From an optimization exercise on the open Yosys and OpenROAD flow, aimed at a short achievable clock period and few clock cycles per item; shortcuts taken in it are not production practice. Function was checked by simulation only, so behaviour that the tests miss may differ from the original. Power is estimated from default activity; no workload was simulated.

### flow/config.mk
export PLATFORM = sky130hd
export DESIGN_NAME = best_fit_heap_allocator_unit
export DESIGN_NICKNAME = best_fit_heap_allocator_unit
export VERILOG_FILES = /design/flow/design.v
export SDC_FILE = /design/flow/constraint.sdc
export NUM_CORES = 4
export LEC_CHECK = 0
export ABC_CLOCK_PERIOD_IN_PS = 3500
export CAP_MARGIN = 20
export CORE_MARGIN = 2
export CORE_UTILIZATION = 50
export SETUP_SLACK_MARGIN = 3
export SLEW_MARGIN = 20
export SYNTH_HIERARCHICAL = 1
export TNS_END_PERCENT = 10
### flow/constraint.sdc
create_clock -name core_clock -period 9.0 [get_ports {clock}]
set_input_delay 1.8000 -clock core_clock [delete_from_list [all_inputs] [get_ports {clock}]]
set_output_delay 1.8000 -clock core_clock [all_outputs]
set_load 0.01 [all_outputs]
### flow/design.v
`timescale 1ns / 1ps
`default_nettype none
package bfha_pkg;
   localparam int MAX_BLOCKS_DEF   = 64;
   localparam int HEADER_BYTES_DEF = 16;
   localparam int MIN_PAYLOAD_DEF  = 16;
   localparam int ALIGN_BYTES_DEF  = 8;
   localparam int ADDR_BITS_DEF    = 24;
   localparam int          FIELD_BITS   = 24;
   localparam int          COUNT_BITS   = 32;
   localparam logic [23:0] HEAP_DEFAULT = 24'd2097152;
   localparam logic OP_ALLOC = 1'b0;
   localparam logic OP_FREE  = 1'b1;
   typedef enum logic [1:0] {
      STATUS_OK       = 2'd0,
      STATUS_ZERO     = 2'd1,
      STATUS_NO_MEM   = 2'd2,
      STATUS_BAD_PTR  = 2'd3
   } status_type;
endpackage
`default_nettype wire
`timescale 1ns / 1ps
`default_nettype none
module bfha_slot #(
   parameter int NB = 64,
   parameter int SW = 6,
   parameter int AW = 24
) (
   input  wire logic          clock,
   input  wire logic          init,          
   input  wire logic          is0,           
   input  wire logic [NB-1:0] self_oh,       
   input  wire logic [AW-1:0] init_b,
   input  wire logic [AW-1:0] init_e,
   input  wire logic [24:0]   need_in,       
   input  wire logic [AW-1:0] need,
   input  wire logic [24:0]   nd16,
   input  wire logic [AW-1:0] ptrm16,
   input  wire logic          ptrok,
   input  wire logic [AW-1:0] pend_bytes,
   input  wire logic [AW-1:0] pend_start,
   input  wire logic [NB-1:0] pend_oh,
   input  wire logic [NB-1:0] pend1_oh,
   input  wire logic [NB-1:0] lt_q,
   input  wire logic          c_pend,
   input  wire logic [NB-1:0] cnp_all,
   output      logic          cnp_o,
   output      logic          lt_o,
   output      logic          best_o,
   output      logic          sp_o,
   output      logic          h_o,
   output      logic          p_o,
   output      logic          n_o,
   output      logic          used_o,
   output      logic          free_o,
   output      logic [AW-1:0] start_o,
   output      logic [AW-1:0] startn_o,
   output      logic [AW-1:0] remn_o,
   output      logic [AW-1:0] end_o,
   output      logic [AW-1:0] bytes_o,
   output      logic [AW-1:0] pstart_o,
   input  wire logic [NB-1:0] best_all,
   input  wire logic          best_pend,
   input  wire logic [NB-1:0] n_all,
   input  wire logic          do_alloc,
   input  wire logic          do_free,       
   input  wire logic          spare_i,
   input  wire logic [SW-1:0] spare_idx,
   input  wire logic          split,
   input  wire logic [AW-1:0] s_startn,
   input  wire logic [AW-1:0] s_remn,
   input  wire logic [AW-1:0] s_end,
   input  wire logic [AW-1:0] s_start,
   input  wire logic [SW-1:0] b_idx,
   input  wire logic          pf,
   input  wire logic          nf,
   input  wire logic [AW-1:0] sumv,
   input  wire logic [AW-1:0] newend,
   input  wire logic [AW-1:0] hps,
   input  wire logic [AW-1:0] surv_start,
   input  wire logic [SW-1:0] v_idx,
   input  wire logic [SW-1:0] p_idx
);
   logic          used_r, free_r, cpre_r;
   logic [AW-1:0] start_r, bytes_r, end_r, pstart_r;
   logic [SW-1:0] pidx_r;                    
   logic [NB-1:0] row_r;                     
   logic          pend_i, pend1_i;
   logic [25:0]   rem26;
   logic [NB-1:0] pidx_oh;
   assign pend_i   = |(pend_oh & self_oh);
   assign pend1_i  = |(pend1_oh & self_oh);
   assign cnp_o    = free_r && cpre_r;
   assign rem26    = {2'b00, bytes_r} - {1'b0, nd16};
   assign remn_o   = rem26[AW-1:0];
   assign sp_o     = !rem26[25] && (rem26[24:4] != '0);
   assign startn_o = start_r + nd16[AW-1:0];
   assign h_o      = used_r && ptrok && (start_r == ptrm16);
   assign p_o      = used_r && ptrok && (end_r == ptrm16);
   assign n_o      = used_r && ptrok && !is0 && (pstart_r == ptrm16);
   assign lt_o     = {pend_bytes, pend_start} < {bytes_r, start_r};
   assign used_o   = used_r;
   assign free_o   = free_r;
   assign start_o  = start_r;
   assign end_o    = end_r;
   assign bytes_o  = bytes_r;
   assign pstart_o = pstart_r;
   always_ff @(posedge clock) cpre_r <= ({1'b0, bytes_r} >= need_in);
   logic [NB-1:0] beats;
   always_comb begin
      for (int j = 0; j < NB; j++) beats[j] = pend1_i ? lt_q[j] : row_r[j];
   end
   assign best_o = !pend_i && cnp_o && !(c_pend && lt_o) &&
                   ((cnp_all & ~beats & ~self_oh & ~pend_oh) == '0);
   always_ff @(posedge clock) begin
      for (int j = 0; j < NB; j++) begin
         if (pend_oh[j])   row_r[j] <= !lt_o;
         else if (pend1_i) row_r[j] <= lt_q[j];
      end
   end
   logic best_i, nb_i, q_i, surv_i;
   always_comb begin
      pidx_oh = '0;
      pidx_oh[pidx_r] = 1'b1;
   end
   assign best_i = best_o || (pend_i && best_pend);
   assign nb_i   = used_r && !is0 && (|(best_all & pidx_oh) || (best_pend && |(pend_oh & pidx_oh)));
   assign q_i    = used_r && !is0 && |(n_all & pidx_oh);
   assign surv_i = pf ? p_o : h_o;
   always_ff @(posedge clock) begin
      if (init) begin
         used_r  <= is0;
         free_r  <= is0;
         start_r <= '0;
         bytes_r <= init_b;
         end_r   <= init_e;
      end else if (do_alloc) begin
         if (best_i) begin
            free_r <= 1'b0;
            if (split) begin
               bytes_r <= need;
               end_r   <= startn_o;
            end
         end
         if (spare_i) begin
            used_r   <= split;
            free_r   <= split;
            start_r  <= s_startn;
            bytes_r  <= s_remn;
            end_r    <= s_end;
            pstart_r <= s_start;
            pidx_r   <= b_idx;
         end
         if (nb_i && split) begin
            pstart_r <= s_startn;
            pidx_r   <= spare_idx;
         end
      end else if (do_free) begin
         if (h_o) begin
            if (pf) begin
               used_r <= 1'b0;
               free_r <= 1'b0;
            end else begin
               free_r <= 1'b1;
            end
         end
         if (n_o && nf) begin
            used_r <= 1'b0;
            free_r <= 1'b0;
         end
         if (surv_i) begin
            bytes_r <= sumv;
            end_r   <= newend;
         end
         if (q_i && nf) begin
            pstart_r <= surv_start;
            pidx_r   <= v_idx;
         end
         if (n_o && !nf && pf) begin
            pstart_r <= hps;
            pidx_r   <= p_idx;
         end
      end
   end
endmodule
module bfha_sel #(
   parameter int NB = 64,
   parameter int W  = 24
) (
   input  wire logic [NB-1:0]        sel,
   input  wire logic [NB-1:0][W-1:0] d,
   output      logic [W-1:0]         q
);
   always_comb begin
      q = '0;
      for (int k = 0; k < NB; k++) q |= {W{sel[k]}} & d[k];
   end
endmodule
module bfha_enc #(
   parameter int NB = 64,
   parameter int SW = 6
) (
   input  wire logic [NB-1:0] oh,
   output      logic [SW-1:0] idx
);
   always_comb begin
      idx = '0;
      for (int k = 0; k < NB; k++) idx |= {SW{oh[k]}} & SW'(k);
   end
endmodule
`default_nettype wire
`timescale 1ns / 1ps
`default_nettype none
module best_fit_heap_allocator_unit #(
   parameter int MAX_BLOCKS   = bfha_pkg::MAX_BLOCKS_DEF,
   parameter int HEADER_BYTES = bfha_pkg::HEADER_BYTES_DEF,
   parameter int MIN_PAYLOAD  = bfha_pkg::MIN_PAYLOAD_DEF,
   parameter int ALIGN_BYTES  = bfha_pkg::ALIGN_BYTES_DEF
) (
   input  wire logic        clock,
   input  wire logic        reset,
   input  wire logic        req_valid,
   output      logic        req_ready,
   input  wire logic        req_opcode,
   input  wire logic [23:0] req_request_bytes,
   input  wire logic [23:0] req_payload_offset,
   output      logic        rsp_valid,
   input  wire logic        rsp_ready,
   output      logic [1:0]  rsp_status,
   output      logic [23:0] rsp_granted_offset,
   output      logic [23:0] rsp_granted_bytes,
   output      logic [23:0] rsp_allocated_bytes,
   output      logic [31:0] rsp_alloc_total,
   output      logic [31:0] rsp_free_total,
   input  wire logic        csr_wr_en,
   input  wire logic [23:0] csr_wr_data
);
   localparam int NB = 64;
   localparam int SW = 6;
   localparam int AW = 24;
   localparam int FD = 4;                        
   localparam int RW = 2 + 24 + 24 + 24 + 32 + 32;
   logic          a_v, a_op, a_zero, a_ptrok;
   logic [24:0]   a_need;       
   logic [24:0]   a_nd16;       
   logic [AW-1:0] a_ptrm16;     
   logic [2:0]    cnt_ff;       
   logic          acc;
   logic [24:0]   need_in;
   assign req_ready = (cnt_ff < 3'(FD));
   assign acc       = req_valid && req_ready;
   assign need_in   = ({1'b0, req_request_bytes} + 25'd7) & ~25'd7;
   always_ff @(posedge clock) begin
      if (reset) begin
         a_v <= 1'b0;
      end else begin
         a_v <= acc;
      end
      if (acc) begin
         a_op     <= req_opcode;
         a_zero   <= (req_request_bytes == '0);
         a_need   <= need_in;
         a_nd16   <= ({1'b0, req_request_bytes} + 25'd23) & ~25'd7;
         a_ptrm16 <= req_payload_offset - 24'd16;
         a_ptrok  <= (req_payload_offset[23:4] != '0);
      end
   end
   logic          csr_q;
   logic [AW-1:0] csrd_q;
   always_ff @(posedge clock) begin
      if (reset) csr_q <= 1'b0;
      else       csr_q <= csr_wr_en;
      csrd_q <= csr_wr_data;
   end
   logic          init;
   logic [AW-1:0] init_size, init_b, init_e;
   assign init      = reset || csr_q;
   assign init_size = reset ? bfha_pkg::HEAP_DEFAULT : csrd_q;
   assign init_b    = (init_size > 24'd16) ? init_size - 24'd16 : '0;
   assign init_e    = (init_size > 24'd16) ? init_size : 24'd16;
   logic [NB-1:0]         pend_oh, pend1_oh, lt_q;
   logic [AW-1:0]         pend_bytes, pend_start, pend_end;
   logic [NB-1:0]         CNP, SP, H, P, N, LT, best, used, free;
   logic [NB-1:0][AW-1:0] start_v, startn_v, remn_v, end_v, bytes_v, pstart_v;
   logic                  do_alloc, do_free, do_free_ok, found, split, c_pend, best_pend;
   logic [NB-1:0]         spare_oh;
   logic [SW-1:0]         spare_idx;
   logic                  spare_ok;
   logic [AW-1:0]         S_start, S_startN, S_remN, S_end;
   logic                  S_sp;
   logic [SW-1:0]         b_idx, pend_idx, h_idx, p_idx, v_idx;
   logic                  hfree, fok, pf, nf;
   logic [AW-1:0]         Hb, Hend, Hps, Pb, Nb, Nend;
   logic [AW-1:0]         sumv, newend, surv_start;
   logic [NB-1:0]         surv;
   for (genvar k = 0; k < NB; k++) begin : g_slot
      bfha_slot #(.NB(NB), .SW(SW), .AW(AW)) u_slot (
         .clock(clock), .init(init), .is0(k == 0), .self_oh(NB'(1) << k),
         .init_b(init_b), .init_e(init_e),
         .need_in(need_in), .need(a_need[AW-1:0]), .nd16(a_nd16), .ptrm16(a_ptrm16),
         .ptrok(a_ptrok),
         .pend_bytes(pend_bytes), .pend_start(pend_start), .pend_oh(pend_oh),
         .pend1_oh(pend1_oh), .lt_q(lt_q), .c_pend(c_pend), .cnp_all(CNP),
         .cnp_o(CNP[k]), .lt_o(LT[k]), .best_o(best[k]), .sp_o(SP[k]),
         .h_o(H[k]), .p_o(P[k]), .n_o(N[k]), .used_o(used[k]), .free_o(free[k]),
         .start_o(start_v[k]), .startn_o(startn_v[k]), .remn_o(remn_v[k]),
         .end_o(end_v[k]), .bytes_o(bytes_v[k]), .pstart_o(pstart_v[k]),
         .best_all(best), .best_pend(best_pend), .n_all(N),
         .do_alloc(do_alloc), .do_free(do_free_ok),
         .spare_i(spare_oh[k]), .spare_idx(spare_idx), .split(split),
         .s_startn(S_startN), .s_remn(S_remN), .s_end(S_end), .s_start(S_start),
         .b_idx(b_idx), .pf(pf), .nf(nf), .sumv(sumv), .newend(newend),
         .hps(Hps), .surv_start(surv_start), .v_idx(v_idx), .p_idx(p_idx)
      );
   end
   always_comb begin
      spare_oh  = '0;
      spare_idx = '0;
      spare_ok  = 1'b0;
      for (int k = NB - 1; k >= 0; k--) begin
         if (!used[k]) begin
            spare_oh    = '0;
            spare_oh[k] = 1'b1;
            spare_idx   = SW'(k);
            spare_ok    = 1'b1;
         end
      end
   end
   logic [AW-1:0] p_startn, p_remn;
   logic [25:0]   p_rem26;
   logic          p_sp;
   assign c_pend    = |(pend_oh & free) && ({1'b0, pend_bytes} >= a_need);
   assign best_pend = c_pend && ((CNP & ~LT & ~pend_oh) == '0);
   assign p_startn  = pend_start + a_nd16[AW-1:0];
   assign p_rem26   = {2'b00, pend_bytes} - {1'b0, a_nd16};
   assign p_remn    = p_rem26[AW-1:0];
   assign p_sp      = !p_rem26[25] && (p_rem26[24:4] != '0);
   logic [AW-1:0] L_start, L_startN, L_remN, L_end;
   bfha_sel #(.NB(NB), .W(AW)) u_s_start  (.sel(best), .d(start_v),  .q(L_start));
   bfha_sel #(.NB(NB), .W(AW)) u_s_startn (.sel(best), .d(startn_v), .q(L_startN));
   bfha_sel #(.NB(NB), .W(AW)) u_s_remn   (.sel(best), .d(remn_v),   .q(L_remN));
   bfha_sel #(.NB(NB), .W(AW)) u_s_end    (.sel(best), .d(end_v),    .q(L_end));
   logic [SW-1:0] L_idx;
   bfha_enc #(.NB(NB), .SW(SW)) u_b_idx   (.oh(best),    .idx(L_idx));
   bfha_enc #(.NB(NB), .SW(SW)) u_p_idx0  (.oh(pend_oh), .idx(pend_idx));
   assign S_start  = best_pend ? pend_start : L_start;
   assign S_startN = best_pend ? p_startn   : L_startN;
   assign S_remN   = best_pend ? p_remn     : L_remN;
   assign S_end    = best_pend ? pend_end   : L_end;
   assign b_idx    = best_pend ? pend_idx   : L_idx;
   assign S_sp     = best_pend ? p_sp       : |(best & SP);
   assign do_alloc = a_v && !a_op && !a_zero;
   assign do_free  = a_v && a_op;
   assign found    = |(CNP & ~pend_oh) || c_pend;
   assign split    = S_sp && spare_ok;
   bfha_sel #(.NB(NB), .W(AW)) u_h_bytes  (.sel(H), .d(bytes_v),  .q(Hb));
   bfha_sel #(.NB(NB), .W(AW)) u_h_end    (.sel(H), .d(end_v),    .q(Hend));
   bfha_sel #(.NB(NB), .W(AW)) u_h_pstart (.sel(H), .d(pstart_v), .q(Hps));
   bfha_sel #(.NB(NB), .W(AW)) u_p_bytes  (.sel(P), .d(bytes_v),  .q(Pb));
   bfha_sel #(.NB(NB), .W(AW)) u_n_bytes  (.sel(N), .d(bytes_v),  .q(Nb));
   bfha_sel #(.NB(NB), .W(AW)) u_n_end    (.sel(N), .d(end_v),    .q(Nend));
   bfha_enc #(.NB(NB), .SW(SW)) u_h_idx   (.oh(H), .idx(h_idx));
   bfha_enc #(.NB(NB), .SW(SW)) u_p_idx   (.oh(P), .idx(p_idx));
   assign hfree      = |(H & free);
   assign fok        = (|H) && !hfree;
   assign do_free_ok = do_free && fok;
   assign pf         = |(P & free);
   assign nf         = |(N & free);
   assign sumv       = Hb + (pf ? Pb + 24'd16 : 24'd0) + (nf ? Nb + 24'd16 : 24'd0);
   assign newend     = nf ? Nend : Hend;
   assign surv       = pf ? P : H;
   assign surv_start = pf ? Hps : a_ptrm16;
   assign v_idx      = pf ? p_idx : h_idx;
   always_ff @(posedge clock) begin
      pend1_oh <= init ? '0 : pend_oh;
      lt_q     <= LT;
      if (init) begin
         pend_oh    <= NB'(1);
         pend_bytes <= init_b;
         pend_start <= '0;
         pend_end   <= init_e;
      end else if (do_alloc) begin
         pend_oh    <= spare_oh;
         pend_bytes <= S_remN;
         pend_start <= S_startN;
         pend_end   <= S_end;
      end else if (do_free_ok) begin
         pend_oh    <= surv;
         pend_bytes <= sumv;
         pend_start <= surv_start;
         pend_end   <= newend;
      end
   end
   logic          x_v, x_aok, x_fok, x_split;
   logic [1:0]    x_st;
   logic [AW-1:0] x_start, x_hb, x_need, x_bytes, x_gb;
   logic [NB-1:0] x_best;
   always_ff @(posedge clock) begin
      if (reset) x_v <= 1'b0;
      else       x_v <= a_v;
      x_aok   <= do_alloc && found;
      x_fok   <= do_free_ok;
      x_start <= S_start;
      x_split <= split;
      x_need  <= a_need[AW-1:0];
      x_hb    <= Hb;
      x_best  <= best | (pend_oh & {NB{best_pend}});
      if (a_op)        x_st <= fok ? bfha_pkg::STATUS_OK : bfha_pkg::STATUS_BAD_PTR;
      else if (a_zero) x_st <= bfha_pkg::STATUS_ZERO;
      else             x_st <= found ? bfha_pkg::STATUS_OK : bfha_pkg::STATUS_NO_MEM;
   end
   bfha_sel #(.NB(NB), .W(AW)) u_x_bytes (.sel(x_best), .d(bytes_v), .q(x_bytes));
   assign x_gb = x_fok ? x_hb : (x_split ? x_need : x_bytes);
   logic [23:0] inuse_ff, inuse_n;
   logic [31:0] acnt_ff, fcnt_ff, acnt_n, fcnt_n;
   logic [RW-1:0] push_d;
   assign inuse_n = x_aok ? inuse_ff + x_gb + 24'd16 :
                    x_fok ? inuse_ff - x_gb - 24'd16 : inuse_ff;
   assign acnt_n  = acnt_ff + 32'(x_aok);
   assign fcnt_n  = fcnt_ff + 32'(x_fok);
   assign push_d  = {x_st, x_aok ? x_start + 24'd16 : 24'd0, x_aok ? x_gb : 24'd0,
                     inuse_n, acnt_n, fcnt_n};
   always_ff @(posedge clock) begin
      if (init) begin
         inuse_ff <= '0;
         acnt_ff  <= '0;
         fcnt_ff  <= '0;
      end else if (x_v) begin
         inuse_ff <= inuse_n;
         acnt_ff  <= acnt_n;
         fcnt_ff  <= fcnt_n;
      end
   end
   logic [FD-1:0]          f_v;
   logic [FD-1:0][RW-1:0]  f_d;
   logic                   pop;
   logic [FD:0]            sv;
   assign pop = f_v[0] && rsp_ready;
   always_comb begin
      for (int i = 0; i < FD; i++) sv[i] = pop ? ((i + 1 < FD) ? f_v[(i+1) % FD] : 1'b0) : f_v[i];
      sv[FD] = 1'b0;
   end
   for (genvar i = 0; i < FD; i++) begin : g_fifo
      logic wr;
      assign wr = x_v && !sv[i] && ((i == 0) || sv[(i + FD - 1) % FD]);
      always_ff @(posedge clock) begin
         if (reset) f_v[i] <= 1'b0;
         else       f_v[i] <= sv[i] || wr;
         if (wr)       f_d[i] <= push_d;
         else if (pop) f_d[i] <= (i + 1 < FD) ? f_d[(i+1) % FD] : f_d[i];
      end
   end
   always_ff @(posedge clock) begin
      if (reset) cnt_ff <= '0;
      else       cnt_ff <= cnt_ff + 3'(acc) - 3'(pop);
   end
   assign rsp_valid           = f_v[0];
   assign rsp_status          = f_d[0][RW-1 -: 2];
   assign rsp_granted_offset  = f_d[0][RW-3 -: 24];
   assign rsp_granted_bytes   = f_d[0][RW-27 -: 24];
   assign rsp_allocated_bytes = f_d[0][RW-51 -: 24];
   assign rsp_alloc_total     = f_d[0][63:32];
   assign rsp_free_total      = f_d[0][31:0];
endmodule
`default_nettype wire
### flow/run.sh
#!/bin/bash
# synth_recipe.tcl (not shown) runs the flow's synth.tcl, then flattens the netlist and writes it again
# the make line also repeats each setting of config.mk as NAME=value (left out here)
make -C /OpenROAD-flow-scripts/flow DESIGN_CONFIG=/design/flow/config.mk WORK_HOME=/design/flow/orfs CLKGATE_MAP_FILE= SYNTH_SCRIPT=/design/flow/synth_recipe.tcl finish
==> results.tsv <==
metric	value	unit
cts_buffer_depth	6	
std_cell_rows	582	
synth_cell_types	103	
pin_count	218	
cts_made_buffers	1470	
synth_area_leader_cell	edfxtp_1	
synth_edf_count	5790	
synth_seq_cells	11960	
overflow	54040	
ys_top_cells_by_count	mux2i_1, nand2_1, a21oi_1	
grt_pass1_vias	1642000	
htree_num_levels	7	
synth_top_area_share	13.84	%
initial_core_util	50.08	%
grt_first_pass_wirelength	16160	mm
yosys_most_used_dff	dfxtp_1	
status	aborted with a tool error	
yosys-top-cells-area	edfxtp_1, mux2i_1, dfxtp_1, ha_1, a22o_1	
die_h	1.589	mm
grtUsageTotal	90.79	%
dpl.hpwl	8372	mm
grt_max_degree	271	
clock-sinks	11960	
cts_root_buf	clkbuf_16	
yosysMostFrequentCell	mux2i_1	
seq_area_frac_synth	23.68	%
netlist_area	1256000	µm²
die_w	1.589	mm
ys_warn_count	10	
port_buffers	217	
synthCells	150500	
synthArstFlopShare	0	%
error	[ERROR GRT-0116] Global routing finished with congestion. Check the congestion regions in the DRC Viewer.	
failing_step	global routing (5_1_grt)	
syn_avg_cell_area	8.345	µm²
gp_congestion	1.439	
==> power groups by stage <==
stage                     logic (mW)  registers [mW]  clock network (mW)
after CTS                        182            80.4                64.4
after detailed placement         179            81.4                   0
after global placement           176            81.0                   0
after floorplan                 77.8            79.8                   0
==> cells by family after synthesis <==
logic type | synth area share, %
simple gates | 18.35
flops | 23.68
fa+ha+maj | 8.214
xor+xnor | 5.049
other cells | 0.0005980
mux | 10.73
compound gates | 28.30
buf+inv | 5.678
==> layer usage <==
layer  track usage [%]  overflow
met1             91.91     10330
met2             96.87     24410
met3             86.99      8463
met4             84.27     10040
met5             76.09       791
==> stage by stage <==
step | std cells | setup slack [ns] | power [mW] | utilization (%) | area [µm²]
floorplan | 163900 | -15.44 | 157.7 | - | 1307000
global placement | 203200 | -6.227 | 257.3 | 58.64 | 1471000
detailed placement | 203300 | -2.240 | 260.9 | 58.77 | 1474000
CTS | 206400 | -0.1544 | 326.7 | 61.09 | 1532000
==> how the worst max path moves through the flow <==
stage	startpoint	end	slack [ns]	cells past startpoint
2_1_floorplan	a_need[3]	g_slot[40].u_slot.bytes_r[0]	-15.44	17
3_3_place_gp	pend_start[18]	pend_start[5]	-6.23	25
3_5_place_dp	pend_bytes[22]	g_slot[3].u_slot.pstart_r[2]	-2.24	30
4_1_cts	a_ptrok	g_slot[40].u_slot.bytes_r[23]	-0.15	37
==> what timing repair did <==
item	4_1_cts
pin swaps	217
gates cloned	25
gates resized for setup	649
setup endpoints to repair	12180
buffers inserted	340
hold buffers	0
Testbench counts, summed over its fixed seeds: cycles 9,624, ops 9,600.
